Source: an optimization exercise on an open RTL-to-GDS flow (aim: small area and few clock cycles per item). Production flows keep margins and buffers that such runs may drop.
Only simulation tests tie the RTL to the original design; equivalence was not proved.

## config.mk

```make
export PLATFORM = sky130hd
export DESIGN_NAME = argb_unpremultiply_pixel_top
export DESIGN_NICKNAME = argb_unpremultiply_pixel_top
export VERILOG_FILES = /design/flow/design.v
export SDC_FILE = /design/flow/constraint.sdc
export NUM_CORES = 4
export LEC_CHECK = 0
export ABC_AREA = 1
export CAP_MARGIN = 20
export CORE_MARGIN = 2
export CORE_UTILIZATION = 40
export PLACE_DENSITY = 0.6
export SLEW_MARGIN = 20
```

## constraint.sdc

```tcl
create_clock -name core_clock -period 9.5 [get_ports {i_clk}]
set_input_delay 1.9000 -clock core_clock [delete_from_list [all_inputs] [get_ports {i_clk}]]
set_output_delay 1.9000 -clock core_clock [all_outputs]
set_load 0.01 [all_outputs]
```

## design.v

```verilog
module argb_unpremultiply_pixel_top (
    input  logic       i_clk,
    input  logic       i_rst_n,
    input  logic       i_valid,
    output logic       o_stall,
    input  logic [7:0] i_alpha,
    input  logic [7:0] i_red_in,
    input  logic [7:0] i_green_in,
    input  logic [7:0] i_blue_in,
    input  logic       i_region_end_in,
    output logic       o_valid,
    input  logic       i_stall,
    output logic [7:0] o_red_out,
    output logic [7:0] o_green_out,
    output logic [7:0] o_blue_out,
    output logic       o_wrapped,
    output logic       o_region_end_out
);
    wire adv = !i_stall;
    assign o_stall = i_stall;
    wire [7:0] r_h0 = i_red_in - {7'd0, |i_red_in};
    wire [7:0] r_l0 = 8'd0 - i_red_in;
    wire [0:0] r_t0 = r_h0[7];
    wire [1:0] r_d0 = {1'b0, r_t0} - {1'b0, i_alpha[0:0]};
    wire r_q0 = (i_alpha[7:1] == 0) && !r_d0[1];
    wire [0:0] r_r0 = r_q0 ? r_d0[0:0] : r_t0;
    wire [7:0] g_h0 = i_green_in - {7'd0, |i_green_in};
    wire [7:0] g_l0 = 8'd0 - i_green_in;
    wire [0:0] g_t0 = g_h0[7];
    wire [1:0] g_d0 = {1'b0, g_t0} - {1'b0, i_alpha[0:0]};
    wire g_q0 = (i_alpha[7:1] == 0) && !g_d0[1];
    wire [0:0] g_r0 = g_q0 ? g_d0[0:0] : g_t0;
    wire [7:0] b_h0 = i_blue_in - {7'd0, |i_blue_in};
    wire [7:0] b_l0 = 8'd0 - i_blue_in;
    wire [0:0] b_t0 = b_h0[7];
    wire [1:0] b_d0 = {1'b0, b_t0} - {1'b0, i_alpha[0:0]};
    wire b_q0 = (i_alpha[7:1] == 0) && !b_d0[1];
    wire [0:0] b_r0 = b_q0 ? b_d0[0:0] : b_t0;
    wire qor0 = r_q0 | g_q0 | b_q0;
    wire [1:0] r_t1 = {r_r0, r_h0[6]};
    wire [2:0] r_d1 = {1'b0, r_t1} - {1'b0, i_alpha[1:0]};
    wire r_q1 = (i_alpha[7:2] == 0) && !r_d1[2];
    wire [1:0] r_r1 = r_q1 ? r_d1[1:0] : r_t1;
    wire [1:0] g_t1 = {g_r0, g_h0[6]};
    wire [2:0] g_d1 = {1'b0, g_t1} - {1'b0, i_alpha[1:0]};
    wire g_q1 = (i_alpha[7:2] == 0) && !g_d1[2];
    wire [1:0] g_r1 = g_q1 ? g_d1[1:0] : g_t1;
    wire [1:0] b_t1 = {b_r0, b_h0[6]};
    wire [2:0] b_d1 = {1'b0, b_t1} - {1'b0, i_alpha[1:0]};
    wire b_q1 = (i_alpha[7:2] == 0) && !b_d1[2];
    wire [1:0] b_r1 = b_q1 ? b_d1[1:0] : b_t1;
    wire qor1 = qor0 | r_q1 | g_q1 | b_q1;
    wire [2:0] r_t2 = {r_r1, r_h0[5]};
    wire [3:0] r_d2 = {1'b0, r_t2} - {1'b0, i_alpha[2:0]};
    wire r_q2 = (i_alpha[7:3] == 0) && !r_d2[3];
    wire [2:0] r_r2 = r_q2 ? r_d2[2:0] : r_t2;
    wire [2:0] g_t2 = {g_r1, g_h0[5]};
    wire [3:0] g_d2 = {1'b0, g_t2} - {1'b0, i_alpha[2:0]};
    wire g_q2 = (i_alpha[7:3] == 0) && !g_d2[3];
    wire [2:0] g_r2 = g_q2 ? g_d2[2:0] : g_t2;
    wire [2:0] b_t2 = {b_r1, b_h0[5]};
    wire [3:0] b_d2 = {1'b0, b_t2} - {1'b0, i_alpha[2:0]};
    wire b_q2 = (i_alpha[7:3] == 0) && !b_d2[3];
    wire [2:0] b_r2 = b_q2 ? b_d2[2:0] : b_t2;
    wire qor2 = qor1 | r_q2 | g_q2 | b_q2;
    logic s1_valid;
    logic [7:0] s1_a;
    logic [0:0] s1_end;
    logic [0:0] s1_qor;
    logic [7:0] s1_r_c;
    logic [2:0] s1_r_rem;
    logic [7:0] s1_g_c;
    logic [2:0] s1_g_rem;
    logic [7:0] s1_b_c;
    logic [2:0] s1_b_rem;
    always_ff @(posedge i_clk) begin
        if (!i_rst_n) s1_valid <= 1'b0;
        else if (adv) s1_valid <= i_valid;
    end
    always_ff @(posedge i_clk) begin
        if (adv) begin
            s1_a <= i_alpha;
            s1_end <= i_region_end_in;
            s1_qor <= qor2;
            s1_r_c <= i_red_in;
            s1_r_rem <= r_r2;
            s1_g_c <= i_green_in;
            s1_g_rem <= g_r2;
            s1_b_c <= i_blue_in;
            s1_b_rem <= b_r2;
        end
    end
    wire [7:0] r_h1 = s1_r_c - {7'd0, |s1_r_c};
    wire [7:0] r_l1 = 8'd0 - s1_r_c;
    wire [3:0] r_t3 = {s1_r_rem, r_h1[4]};
    wire [4:0] r_d3 = {1'b0, r_t3} - {1'b0, s1_a[3:0]};
    wire r_q3 = (s1_a[7:4] == 0) && !r_d3[4];
    wire [3:0] r_r3 = r_q3 ? r_d3[3:0] : r_t3;
    wire [7:0] g_h1 = s1_g_c - {7'd0, |s1_g_c};
    wire [7:0] g_l1 = 8'd0 - s1_g_c;
    wire [3:0] g_t3 = {s1_g_rem, g_h1[4]};
    wire [4:0] g_d3 = {1'b0, g_t3} - {1'b0, s1_a[3:0]};
    wire g_q3 = (s1_a[7:4] == 0) && !g_d3[4];
    wire [3:0] g_r3 = g_q3 ? g_d3[3:0] : g_t3;
    wire [7:0] b_h1 = s1_b_c - {7'd0, |s1_b_c};
    wire [7:0] b_l1 = 8'd0 - s1_b_c;
    wire [3:0] b_t3 = {s1_b_rem, b_h1[4]};
    wire [4:0] b_d3 = {1'b0, b_t3} - {1'b0, s1_a[3:0]};
    wire b_q3 = (s1_a[7:4] == 0) && !b_d3[4];
    wire [3:0] b_r3 = b_q3 ? b_d3[3:0] : b_t3;
    wire qor3 = s1_qor | r_q3 | g_q3 | b_q3;
    wire [4:0] r_t4 = {r_r3, r_h1[3]};
    wire [5:0] r_d4 = {1'b0, r_t4} - {1'b0, s1_a[4:0]};
    wire r_q4 = (s1_a[7:5] == 0) && !r_d4[5];
    wire [4:0] r_r4 = r_q4 ? r_d4[4:0] : r_t4;
    wire [4:0] g_t4 = {g_r3, g_h1[3]};
    wire [5:0] g_d4 = {1'b0, g_t4} - {1'b0, s1_a[4:0]};
    wire g_q4 = (s1_a[7:5] == 0) && !g_d4[5];
    wire [4:0] g_r4 = g_q4 ? g_d4[4:0] : g_t4;
    wire [4:0] b_t4 = {b_r3, b_h1[3]};
    wire [5:0] b_d4 = {1'b0, b_t4} - {1'b0, s1_a[4:0]};
    wire b_q4 = (s1_a[7:5] == 0) && !b_d4[5];
    wire [4:0] b_r4 = b_q4 ? b_d4[4:0] : b_t4;
    wire qor4 = qor3 | r_q4 | g_q4 | b_q4;
    wire [5:0] r_t5 = {r_r4, r_h1[2]};
    wire [6:0] r_d5 = {1'b0, r_t5} - {1'b0, s1_a[5:0]};
    wire r_q5 = (s1_a[7:6] == 0) && !r_d5[6];
    wire [5:0] r_r5 = r_q5 ? r_d5[5:0] : r_t5;
    wire [5:0] g_t5 = {g_r4, g_h1[2]};
    wire [6:0] g_d5 = {1'b0, g_t5} - {1'b0, s1_a[5:0]};
    wire g_q5 = (s1_a[7:6] == 0) && !g_d5[6];
    wire [5:0] g_r5 = g_q5 ? g_d5[5:0] : g_t5;
    wire [5:0] b_t5 = {b_r4, b_h1[2]};
    wire [6:0] b_d5 = {1'b0, b_t5} - {1'b0, s1_a[5:0]};
    wire b_q5 = (s1_a[7:6] == 0) && !b_d5[6];
    wire [5:0] b_r5 = b_q5 ? b_d5[5:0] : b_t5;
    wire qor5 = qor4 | r_q5 | g_q5 | b_q5;
    wire [6:0] r_t6 = {r_r5, r_h1[1]};
    wire [7:0] r_d6 = {1'b0, r_t6} - {1'b0, s1_a[6:0]};
    wire r_q6 = (s1_a[7:7] == 0) && !r_d6[7];
    wire [6:0] r_r6 = r_q6 ? r_d6[6:0] : r_t6;
    wire [6:0] g_t6 = {g_r5, g_h1[1]};
    wire [7:0] g_d6 = {1'b0, g_t6} - {1'b0, s1_a[6:0]};
    wire g_q6 = (s1_a[7:7] == 0) && !g_d6[7];
    wire [6:0] g_r6 = g_q6 ? g_d6[6:0] : g_t6;
    wire [6:0] b_t6 = {b_r5, b_h1[1]};
    wire [7:0] b_d6 = {1'b0, b_t6} - {1'b0, s1_a[6:0]};
    wire b_q6 = (s1_a[7:7] == 0) && !b_d6[7];
    wire [6:0] b_r6 = b_q6 ? b_d6[6:0] : b_t6;
    wire qor6 = qor5 | r_q6 | g_q6 | b_q6;
    wire [7:0] r_t7 = {r_r6, r_h1[0]};
    wire [8:0] r_d7 = {1'b0, r_t7} - {1'b0, s1_a[7:0]};
    wire r_q7 = !r_d7[8];
    wire [7:0] r_r7 = r_q7 ? r_d7[7:0] : r_t7;
    wire [7:0] g_t7 = {g_r6, g_h1[0]};
    wire [8:0] g_d7 = {1'b0, g_t7} - {1'b0, s1_a[7:0]};
    wire g_q7 = !g_d7[8];
    wire [7:0] g_r7 = g_q7 ? g_d7[7:0] : g_t7;
    wire [7:0] b_t7 = {b_r6, b_h1[0]};
    wire [8:0] b_d7 = {1'b0, b_t7} - {1'b0, s1_a[7:0]};
    wire b_q7 = !b_d7[8];
    wire [7:0] b_r7 = b_q7 ? b_d7[7:0] : b_t7;
    wire qor7 = qor6 | r_q7 | g_q7 | b_q7;
    logic s2_valid;
    logic [7:0] s2_a;
    logic [0:0] s2_end;
    logic [0:0] s2_qor;
    logic [7:0] s2_r_c;
    logic [7:0] s2_r_rem;
    logic [7:0] s2_g_c;
    logic [7:0] s2_g_rem;
    logic [7:0] s2_b_c;
    logic [7:0] s2_b_rem;
    always_ff @(posedge i_clk) begin
        if (!i_rst_n) s2_valid <= 1'b0;
        else if (adv) s2_valid <= s1_valid;
    end
    always_ff @(posedge i_clk) begin
        if (adv) begin
            s2_a <= s1_a;
            s2_end <= s1_end;
            s2_qor <= qor7;
            s2_r_c <= s1_r_c;
            s2_r_rem <= r_r7;
            s2_g_c <= s1_g_c;
            s2_g_rem <= g_r7;
            s2_b_c <= s1_b_c;
            s2_b_rem <= b_r7;
        end
    end
    wire [7:0] r_l2 = 8'd0 - s2_r_c;
    wire [8:0] r_t8 = {s2_r_rem, r_l2[7]};
    wire [9:0] r_d8 = {1'b0, r_t8} - {2'b0, s2_a};
    wire r_q8 = !r_d8[9];
    wire [7:0] r_r8 = r_q8 ? r_d8[7:0] : r_t8[7:0];
    wire [6:0] r_lr8 = r_l2[6:0];
    wire [0:0] r_Q8 = r_q8;
    wire [7:0] g_l2 = 8'd0 - s2_g_c;
    wire [8:0] g_t8 = {s2_g_rem, g_l2[7]};
    wire [9:0] g_d8 = {1'b0, g_t8} - {2'b0, s2_a};
    wire g_q8 = !g_d8[9];
    wire [7:0] g_r8 = g_q8 ? g_d8[7:0] : g_t8[7:0];
    wire [6:0] g_lr8 = g_l2[6:0];
    wire [0:0] g_Q8 = g_q8;
    wire [7:0] b_l2 = 8'd0 - s2_b_c;
    wire [8:0] b_t8 = {s2_b_rem, b_l2[7]};
    wire [9:0] b_d8 = {1'b0, b_t8} - {2'b0, s2_a};
    wire b_q8 = !b_d8[9];
    wire [7:0] b_r8 = b_q8 ? b_d8[7:0] : b_t8[7:0];
    wire [6:0] b_lr8 = b_l2[6:0];
    wire [0:0] b_Q8 = b_q8;
    wire [8:0] r_t9 = {r_r8, r_lr8[6]};
    wire [9:0] r_d9 = {1'b0, r_t9} - {2'b0, s2_a};
    wire r_q9 = !r_d9[9];
    wire [7:0] r_r9 = r_q9 ? r_d9[7:0] : r_t9[7:0];
    wire [5:0] r_lr9 = r_lr8[5:0];
    wire [1:0] r_Q9 = {r_Q8, r_q9};
    wire [8:0] g_t9 = {g_r8, g_lr8[6]};
    wire [9:0] g_d9 = {1'b0, g_t9} - {2'b0, s2_a};
    wire g_q9 = !g_d9[9];
    wire [7:0] g_r9 = g_q9 ? g_d9[7:0] : g_t9[7:0];
    wire [5:0] g_lr9 = g_lr8[5:0];
    wire [1:0] g_Q9 = {g_Q8, g_q9};
    wire [8:0] b_t9 = {b_r8, b_lr8[6]};
    wire [9:0] b_d9 = {1'b0, b_t9} - {2'b0, s2_a};
    wire b_q9 = !b_d9[9];
    wire [7:0] b_r9 = b_q9 ? b_d9[7:0] : b_t9[7:0];
    wire [5:0] b_lr9 = b_lr8[5:0];
    wire [1:0] b_Q9 = {b_Q8, b_q9};
    wire [8:0] r_t10 = {r_r9, r_lr9[5]};
    wire [9:0] r_d10 = {1'b0, r_t10} - {2'b0, s2_a};
    wire r_q10 = !r_d10[9];
    wire [7:0] r_r10 = r_q10 ? r_d10[7:0] : r_t10[7:0];
    wire [4:0] r_lr10 = r_lr9[4:0];
    wire [2:0] r_Q10 = {r_Q9, r_q10};
    wire [8:0] g_t10 = {g_r9, g_lr9[5]};
    wire [9:0] g_d10 = {1'b0, g_t10} - {2'b0, s2_a};
    wire g_q10 = !g_d10[9];
    wire [7:0] g_r10 = g_q10 ? g_d10[7:0] : g_t10[7:0];
    wire [4:0] g_lr10 = g_lr9[4:0];
    wire [2:0] g_Q10 = {g_Q9, g_q10};
    wire [8:0] b_t10 = {b_r9, b_lr9[5]};
    wire [9:0] b_d10 = {1'b0, b_t10} - {2'b0, s2_a};
    wire b_q10 = !b_d10[9];
    wire [7:0] b_r10 = b_q10 ? b_d10[7:0] : b_t10[7:0];
    wire [4:0] b_lr10 = b_lr9[4:0];
    wire [2:0] b_Q10 = {b_Q9, b_q10};
    wire [8:0] r_t11 = {r_r10, r_lr10[4]};
    wire [9:0] r_d11 = {1'b0, r_t11} - {2'b0, s2_a};
    wire r_q11 = !r_d11[9];
    wire [7:0] r_r11 = r_q11 ? r_d11[7:0] : r_t11[7:0];
    wire [3:0] r_lr11 = r_lr10[3:0];
    wire [3:0] r_Q11 = {r_Q10, r_q11};
    wire [8:0] g_t11 = {g_r10, g_lr10[4]};
    wire [9:0] g_d11 = {1'b0, g_t11} - {2'b0, s2_a};
    wire g_q11 = !g_d11[9];
    wire [7:0] g_r11 = g_q11 ? g_d11[7:0] : g_t11[7:0];
    wire [3:0] g_lr11 = g_lr10[3:0];
    wire [3:0] g_Q11 = {g_Q10, g_q11};
    wire [8:0] b_t11 = {b_r10, b_lr10[4]};
    wire [9:0] b_d11 = {1'b0, b_t11} - {2'b0, s2_a};
    wire b_q11 = !b_d11[9];
    wire [7:0] b_r11 = b_q11 ? b_d11[7:0] : b_t11[7:0];
    wire [3:0] b_lr11 = b_lr10[3:0];
    wire [3:0] b_Q11 = {b_Q10, b_q11};
    logic s3_valid;
    logic [7:0] s3_a;
    logic [0:0] s3_end;
    logic [0:0] s3_qor;
    logic [7:0] s3_r_rem;
    logic [3:0] s3_r_l;
    logic [3:0] s3_r_Q;
    logic [7:0] s3_g_rem;
    logic [3:0] s3_g_l;
    logic [3:0] s3_g_Q;
    logic [7:0] s3_b_rem;
    logic [3:0] s3_b_l;
    logic [3:0] s3_b_Q;
    always_ff @(posedge i_clk) begin
        if (!i_rst_n) s3_valid <= 1'b0;
        else if (adv) s3_valid <= s2_valid;
    end
    always_ff @(posedge i_clk) begin
        if (adv) begin
            s3_a <= s2_a;
            s3_end <= s2_end;
            s3_qor <= s2_qor;
            s3_r_rem <= r_r11;
            s3_r_l <= r_lr11;
            s3_r_Q <= r_Q11;
            s3_g_rem <= g_r11;
            s3_g_l <= g_lr11;
            s3_g_Q <= g_Q11;
            s3_b_rem <= b_r11;
            s3_b_l <= b_lr11;
            s3_b_Q <= b_Q11;
        end
    end
    wire [8:0] r_t12 = {s3_r_rem, s3_r_l[3]};
    wire [9:0] r_d12 = {1'b0, r_t12} - {2'b0, s3_a};
    wire r_q12 = !r_d12[9];
    wire [7:0] r_r12 = r_q12 ? r_d12[7:0] : r_t12[7:0];
    wire [2:0] r_lr12 = s3_r_l[2:0];
    wire [4:0] r_Q12 = {s3_r_Q, r_q12};
    wire [8:0] g_t12 = {s3_g_rem, s3_g_l[3]};
    wire [9:0] g_d12 = {1'b0, g_t12} - {2'b0, s3_a};
    wire g_q12 = !g_d12[9];
    wire [7:0] g_r12 = g_q12 ? g_d12[7:0] : g_t12[7:0];
    wire [2:0] g_lr12 = s3_g_l[2:0];
    wire [4:0] g_Q12 = {s3_g_Q, g_q12};
    wire [8:0] b_t12 = {s3_b_rem, s3_b_l[3]};
    wire [9:0] b_d12 = {1'b0, b_t12} - {2'b0, s3_a};
    wire b_q12 = !b_d12[9];
    wire [7:0] b_r12 = b_q12 ? b_d12[7:0] : b_t12[7:0];
    wire [2:0] b_lr12 = s3_b_l[2:0];
    wire [4:0] b_Q12 = {s3_b_Q, b_q12};
    wire [8:0] r_t13 = {r_r12, r_lr12[2]};
    wire [9:0] r_d13 = {1'b0, r_t13} - {2'b0, s3_a};
    wire r_q13 = !r_d13[9];
    wire [7:0] r_r13 = r_q13 ? r_d13[7:0] : r_t13[7:0];
    wire [1:0] r_lr13 = r_lr12[1:0];
    wire [5:0] r_Q13 = {r_Q12, r_q13};
    wire [8:0] g_t13 = {g_r12, g_lr12[2]};
    wire [9:0] g_d13 = {1'b0, g_t13} - {2'b0, s3_a};
    wire g_q13 = !g_d13[9];
    wire [7:0] g_r13 = g_q13 ? g_d13[7:0] : g_t13[7:0];
    wire [1:0] g_lr13 = g_lr12[1:0];
    wire [5:0] g_Q13 = {g_Q12, g_q13};
    wire [8:0] b_t13 = {b_r12, b_lr12[2]};
    wire [9:0] b_d13 = {1'b0, b_t13} - {2'b0, s3_a};
    wire b_q13 = !b_d13[9];
    wire [7:0] b_r13 = b_q13 ? b_d13[7:0] : b_t13[7:0];
    wire [1:0] b_lr13 = b_lr12[1:0];
    wire [5:0] b_Q13 = {b_Q12, b_q13};
    wire [8:0] r_t14 = {r_r13, r_lr13[1]};
    wire [9:0] r_d14 = {1'b0, r_t14} - {2'b0, s3_a};
    wire r_q14 = !r_d14[9];
    wire [7:0] r_r14 = r_q14 ? r_d14[7:0] : r_t14[7:0];
    wire [0:0] r_lr14 = r_lr13[0:0];
    wire [6:0] r_Q14 = {r_Q13, r_q14};
    wire [8:0] g_t14 = {g_r13, g_lr13[1]};
    wire [9:0] g_d14 = {1'b0, g_t14} - {2'b0, s3_a};
    wire g_q14 = !g_d14[9];
    wire [7:0] g_r14 = g_q14 ? g_d14[7:0] : g_t14[7:0];
    wire [0:0] g_lr14 = g_lr13[0:0];
    wire [6:0] g_Q14 = {g_Q13, g_q14};
    wire [8:0] b_t14 = {b_r13, b_lr13[1]};
    wire [9:0] b_d14 = {1'b0, b_t14} - {2'b0, s3_a};
    wire b_q14 = !b_d14[9];
    wire [7:0] b_r14 = b_q14 ? b_d14[7:0] : b_t14[7:0];
    wire [0:0] b_lr14 = b_lr13[0:0];
    wire [6:0] b_Q14 = {b_Q13, b_q14};
    wire [8:0] r_t15 = {r_r14, r_lr14[0]};
    wire [9:0] r_d15 = {1'b0, r_t15} - {2'b0, s3_a};
    wire r_q15 = !r_d15[9];
    wire [7:0] r_Q15 = {r_Q14, r_q15};
    wire [8:0] g_t15 = {g_r14, g_lr14[0]};
    wire [9:0] g_d15 = {1'b0, g_t15} - {2'b0, s3_a};
    wire g_q15 = !g_d15[9];
    wire [7:0] g_Q15 = {g_Q14, g_q15};
    wire [8:0] b_t15 = {b_r14, b_lr14[0]};
    wire [9:0] b_d15 = {1'b0, b_t15} - {2'b0, s3_a};
    wire b_q15 = !b_d15[9];
    wire [7:0] b_Q15 = {b_Q14, b_q15};
    assign o_valid          = s3_valid;
    assign o_red_out        = r_Q15;
    assign o_green_out      = g_Q15;
    assign o_blue_out       = b_Q15;
    assign o_wrapped        = s3_qor && (s3_a != 8'd0);
    assign o_region_end_out = s3_end;
endmodule
```

## run.sh

```bash
#!/bin/bash
# synth_recipe.tcl (not shown) runs the flow's synth.tcl, then flattens the netlist and writes it again
# the make line also repeats each setting of config.mk as NAME=value (left out here)
make -C /OpenROAD-flow-scripts/flow DESIGN_CONFIG=/design/flow/config.mk WORK_HOME=/design/flow/orfs CLKGATE_MAP_FILE= SYNTH_SCRIPT=/design/flow/synth_recipe.tcl finish
```

==> results.txt, run 1 <==
GRT Total Usage=0.1892; Place WS=-0.1902 ns; post-synthesis register bit count=162; Placed Instances=3356; most frequent cell after synthesis=nand2_1; Via-to-Cell Ratio=5.039; Post-synth top cells=670 x nand2_1, 366 x inv_1, 303 x ha_1, 170 x a21oi_1, 159 x edfxtp_1; worst slew pin tran=0.9764 ns; H-tree Lvls=4; clk buf depth=2; Top cell by count, worst path=nand2_1; Routed WL=49910 um; Worst slew margin=0.3490; Min-Delay Path Class=reg2reg; initial DRC count=918; top-area cell type share of the netlist area=0.2372; largest net degree at the start of global routing=110; setup violators final=0; Synth Flop Type=edfxtp_1; Post-Synthesis Cell Area=0.02013 mm^2; Crit Path Max Fanout=14; Sinks on Clock Net=162; fin nets=3117; row count=82; syn avg cell area=7.686 um^2; Cells after Synth=2619; non-filler cells, final=3420; post-synthesis sequential area ratio=0.2402; core area=0.04997 mm^2; Crit. End Element=primary output; maxcap violations=0; first-pass GRT wire length=81180 um; Synth async-reset ratio=0; Worst Hold Depth=0; design area=0.02273 mm^2; remaining antenna violation count=0; grt ovf=0; Antenna Cells=0; initial antenna violation count=0; # DRC=0; post-synth top area cell=edfxtp_1; drt pass-1 iters=7; Worst-path clk slew=0.07 ns; f_max=112.3 MHz; placed inst area=0.02165 mm^2; Vias=17230; Crit path largest cell delay=0.49 ns; fin crit period=8.902 ns; CTS buffer count=17; Critical Path RT=7.60 ns; status=finished clean; hold_buf cts=0; TritonCTS clock tree=built; I/O pin count=65; WP data arrival=7.00 ns; drt wl/cell=14.59 um; Area Overhead vs Synth=12.90%; full die area=0.05213 mm^2; WS Path Type=reg2out; Max Transition Viols Final=0; top post-synthesis cells by area=edfxtp_1 24%, ha_1 19%, nand2_1 12%, inv_1 6.8%, xor2_1 4.7%; critical path launch point type=register; RSZ-0062 raised after global routing=true; Distinct cells, synth=54; IO Port Bufs=64; Slowest-stage cell, CP=clkdlybuf4s50_1; number of global-route vias before repair=16730; fraction of layout cells with a size suffix above 1=0.09243; clock latency on the worst-skew pair=0.47 ns; CTS root buffer=clkbuf_16; Synth Warn #=1; final worst slack=0.5980 ns; number of flops mapped to enable cells by yosys=159; initial core utilization=0.4029; Die W=228.3 um; Detailed Place HPWL=39930 um; Clock Skews=0.01634 ns; cell count of the worst reg-to-reg path=52; Die Ht=228.3 um; final setup TNS=0 ns; crit share post-route=0.9371; Synthesized Nets=3001; GP Congestion=0.8847; Fin. Hold Viols=0
-- cell usage in the layout, fill, tap and decap left out, types with 5 or more instances in the layout --
master and n:
a21o_1 7, a21oi_1 162, a21oi_2 16, a31oi_1 9, and2_1 6, buf_4 58
clkbuf_16 17, clkdlybuf4s50_1 64, clkinvlp_4 5, edfxtp_1 159, fa_1 41, ha_1 302
inv_1 357, inv_2 12, inv_6 5, mux2i_1 11, nand2_1 658, nand2_2 30
nand2_4 6, nand3_1 150, nand3_2 8, nand3_4 13, nand3b_1 6, nand4_1 34
nor2_1 95, nor2_2 7, nor3_1 18, o211ai_1 9, o21a_1 15, o21ai_0 102
o21ai_1 49, o21ai_2 18, o21bai_1 19, o311ai_1 5, or2_1 6, or2_2 20
xnor2_1 81, xor2_1 107
-- kinds of logic (layout without fill, tap and decap cells) --
group / Yosys count / after routing / synth area share
xor+xnor: 189 / 189 / 0.08224
simple gates: 1073 / 1076 / 0.2394
flops: 162 / 162 / 0.2402
compound gates: 428 / 428 / 0.1202
buf+inv: 407 / 533 / 0.08031
fa+ha+maj: 345 / 345 / 0.2301
mux: 15 / 15 / 0.007583
-- timing repair --
action                                  4_1_cts  5_1_grt
hold endpoints to repair                      0        0
cloned                                        0        5
pin swaps                                     0       12
resized for setup                            10       90
buffers inserted                              2       25
endpoints found under the setup margin       19       28
-- metal layers --
| metal | global-route usage | routed length, um | up-vias |
|---|---|---|---|
| li1 | - | - | 9013 |
| met1 | 0.2379 | 22460 | 7918 |
| met2 | 0.3407 | 24890 | 242 |
| met3 | 0.01909 | 1478 | 59 |
| met4 | 0.05821 | 1077 | 0 |
| met5 | 0 | 0 | - |
-- cell type report --
type / count / area [um^2]
clock inverter: 10 / 102.6
fill: 4922 / 27240
multi-input combinational: 2053 / 13960
inverter: 377 / 1439
clock buffer: 22 / 454.2
tap: 672 / 840.8
sequential: 162 / 4835
timing repair buffer: 123 / 1087
timing repair inverter: 1 / 5.005
-- path summary, 6_finish.rpt --
| kind | from | to | slack [ns] |
|---|---|---|---|
| setup / recovery | s3_a[2]$_DFFE_PN_ | o_red_out[0] | 0.60 |
| hold / removal | s2_end$_DFFE_PN_ | s3_end$_DFFE_PN_ | 0.42 |
| setup reg to reg | s1_g_c[4]$_DFFE_PN_ | s2_g_rem[5]$_DFFE_PN_ | 0.75 |
| hold reg to reg | s2_end$_DFFE_PN_ | s3_end$_DFFE_PN_ | 0.42 |
-- worst max-delay path, delay by kind of cell (launching register included) --
| family | cells | cell delay, ns |
|---|---|---|
| flops | 1 | 0.38 |
| buf+inv | 7 | 1.01 |
| compound gates | 12 | 1.67 |
| simple gates | 22 | 2.23 |
| fa+ha+maj | 4 | 1.24 |
-- stage by stage --
| stage | util | hold WS (ns) |
|---|---|---|
| final | 0.4549 | 0.4212 |
| after global placement | 0.4332 | 0.4021 |
| after global routing | 0.4549 | 0.4399 |
| after detailed placement | 0.4332 | 0.4070 |
| after CTS | 0.4451 | 0.4241 |
| after floorplan | - | 0.4003 |
Testbench counts, summed over its fixed seeds: cycles 12,024, items 12,000.
==> run 2, diff against run 1 <==
--- a/config.mk
+++ b/config.mk
@@ -5,7 +5,6 @@
 export SDC_FILE = /design/flow/constraint.sdc
 export NUM_CORES = 4
 export LEC_CHECK = 0
-export ABC_AREA = 1
 export CAP_MARGIN = 20
 export CORE_MARGIN = 2
 export CORE_UTILIZATION = 40
==> run 2 against run 1 <==
Critical path depth down 11. Cell area up 2.9%. Via count shrank 6.9%. Sequential share of layout area fell by 0.60 points. Synthesized area decreased by 4.2%. Non-clock buffer count grew 152. First-iteration DRC count fell by 6.1%. Setup slack worse by 0.25 ns.
==> results.txt, run 2 <==
status=finished clean; post-synth top area cell=edfxtp_1; Sinks on Clock Net=162; Crit path largest cell delay=0.50 ns; WP data arrival=7.25 ns; Cells after Synth=2061; Critical Path RT=7.60 ns; Seq. cell area=0.004835 mm^2; H-tree Lvls=4; cell count of the worst reg-to-reg path=44; drt pass-1 iters=5; fin crit period=9.151 ns; Crit. End Element=primary output; GRT Total Usage=0.1966; Detailed Place HPWL=39240 um; Post-synth top cells=303 x ha_1, 193 x inv_1, 159 x edfxtp_1, 159 x nor2_1, 153 x a21oi_1; number of global-route vias before repair=15780; post-synthesis sequential area ratio=0.2506; Worst Hold Depth=0; grt ovf=0; Placed Instances=2867; Fillers=4399; Clock Skews=0.01204 ns; largest net degree at the start of global routing=99; fin nets=2710; critical path launch point type=register; Place WS=-0.2986 ns; Antenna Cells=0; Max Transition Viols Final=0; WS Path Type=reg2out; clock latency on the worst-skew pair=0.46 ns; syn avg cell area=9.359 um^2; most frequent cell after synthesis=ha_1; Worst-path clk slew=0.07 ns; remaining antenna violation count=0; Die Ht=223.6 um; top post-synthesis cells by area=edfxtp_1 25%, ha_1 20%, mux2_2 6.8%, xnor2_1 4.5%, fa_1 4.4%; Min-Delay Path Class=reg2reg; I/O pin count=65; Synthesized Nets=2443; initial core utilization=0.4049; CTS buffer count=17; most common cell after layout, fill and taps aside=ha_1; non-filler cells, final=2956; worst slew pin tran=0.8753 ns; Slowest-stage cell, CP=a311o_2; Distinct cells, synth=76; multi-input logic area=0.01417 mm^2; Routed WL=49760 um; Reg-to-Reg Start=s1_b_c[7]$_DFFE_PN_; Synth async-reset ratio=0; Hold Path End=s2_end$_DFFE_PN_; Die W=223.6 um; initial antenna violation count=0; hold path start=s1_end$_DFFE_PN_; top-area cell type share of the netlist area=0.2475; maxcap violations=0; IO Port Bufs=64; Worst slew margin=0.4165; full die area=0.05000 mm^2; row count=80; core area=0.04765 mm^2; initial DRC count=862; first-pass GRT wire length=79320 um; crit share post-route=0.9632; post-synthesis register bit count=162; final worst slack=0.3491 ns; CTS root buffer=clkbuf_16; drt wl/cell=16.83 um; Synth Flop Type=edfxtp_1; Synth Warn #=1; most frequent cells in the layout=294 x ha_1, 206 x buf_4, 188 x inv_1, 159 x edfxtp_1, 155 x nor2_1; FF-to-FF setup slack=0.42 ns; f_max=109.3 MHz; # DRC=0; Crit Path Max Fanout=5; RSZ-0062 raised after global routing=true; Fin. Hold Viols=0; fraction of layout cells with a size suffix above 1=0.2119; Via-to-Cell Ratio=5.427; GP Congestion=0.9040; clk buf depth=2; TritonCTS clock tree=built; Vias=16040; reg2reg end=s2_b_rem[0]$_DFFE_PN_; setup violators final=0; Post-Synthesis Cell Area=0.01929 mm^2; Area Overhead vs Synth=21.26%; number of flops mapped to enable cells by yosys=159
[run 2: cell types whose count changed in the layout (fill, tap and decap cells not counted), sizes merged, moves of 48 or more]
cell   delta
nand2   -589
inv     -180
buf     +153
nand3   -150
mux2    +115
nor2b    +61
xor2     -56
nor2     +51
mux2i    +48
[run 2: worst max path at each step]
| stage | from | to | slack (ns) |
|---|---|---|---|
| 2_1_floorplan | s3_a[1]$_DFFE_PN_ | o_blue_out[0] | -0.12 |
| 3_3_place_gp | s1_r_c[3]$_DFFE_PN_ | s2_r_rem[0]$_DFFE_PN_ | -0.10 |
| 3_5_place_dp | s1_r_c[3]$_DFFE_PN_ | s2_r_rem[2]$_DFFE_PN_ | -0.30 |
| 4_1_cts | s1_r_c[3]$_DFFE_PN_ | s2_qor$_DFFE_PN_ | 0.0003 |
| 5_1_grt | s1_g_c[3]$_DFFE_PN_ | s2_qor$_DFFE_PN_ | -0.17 |
| 6_report | s3_a[1]$_DFFE_PN_ | o_red_out[0] | 0.35 |
[run 2: routing by layer]
layer	wire length [um]	GRT usage
met5	0	0
met2	24870	0.3539
met3	1135	0.02204
met1	22540	0.2485
met4	1217	0.05441
[run 2: timing repair]
action | 4_1_cts | 5_1_grt
cloned | 0 | 2
pin swaps | 10 | 72
endpoints found under the setup margin | 30 | 46
hold buffers | 0 | 0
gates resized for setup | 28 | 150
buffers inserted | 11 | 44
[run 2: cell families (layout without fill, tap and decap cells)]
| group | Yosys count | in the layout | share of synthesized area |
|---|---|---|---|
| AO/OA/AOI/OAI | 524 | 526 | 0.1730 |
| AND/OR/NAND/NOR | 477 | 477 | 0.1201 |
| adder cells (fa/ha/maj) | 345 | 345 | 0.2401 |
| buffers and inverters | 223 | 501 | 0.04715 |
| multiplexers | 178 | 178 | 0.09995 |
| flip-flops | 162 | 162 | 0.2506 |
| XOR/XNOR | 152 | 152 | 0.06901 |
[run 2: area by class of cell]
class / instances / area share
flip-flops and latches: 162 / 0.2067
inverters: 194 / 0.03183
repair buffers: 275 / 0.09591
clock buffers: 18 / 0.01878
multi-input cells: 1678 / 0.6057
well taps: 615 / 0.03290
clock inverters: 14 / 0.008237
[run 2: stage by stage]
step	hold WS [ns]	cell area [um^2]	setup TNS (ns)	util
floorplan	0.4003	19370	-0.1152	-
global placement	0.4092	21770	-0.7858	0.4570
detailed placement	0.4054	21770	-5.162	0.4570
CTS	0.4231	22550	0	0.4732
global route	0.4256	23390	-2.564	0.4909
finish	0.4211	23390	0	0.4909
[run 2: critical path, delay by kind of cell (launching register included)]
kind                       cells  cell delay, ns
DFF                            1            0.39
adders and majority gates      4            1.12
and+or+nand+nor                7            0.98
muxes                          2            0.48
buffers and inverters          4            0.67
AOI/OAI and AO/OA             17            3.14

==> port drivers added, routing unchanged <==
How much do the figures lean on ideal ports? The routed layouts below were timed once more, with nothing changed but the port constraints.
Step 1, drivers: a clkbuf_16 drives i_clk and a buf_2 each remaining input, both assumed.
Step 2 adds t to the input delays and takes it off the output delays; t is the mean of the earliest and latest rising clock arrival at the registers after step 1. Input paths then give back, and output paths get back, about the clock's delay inside the block.
Three values: ideal ports, drivers, drivers and shift; two values: the first two.
run | t (ns) | slack for setup (ns) | worst setup path at the end | slew at the worst register clock pin (ns) | worst slew at a driven data input, ns
run 1 | 0.511 | 0.598 / 0.546 / 0.747 | register to register | 0.07 / 0.07 | 0.05
run 2 | 0.508 | 0.349 / 0.295 / 0.417 | register to register | 0.08 / 0.08 | 0.04
After both steps setup and hold are still met in every run listed.
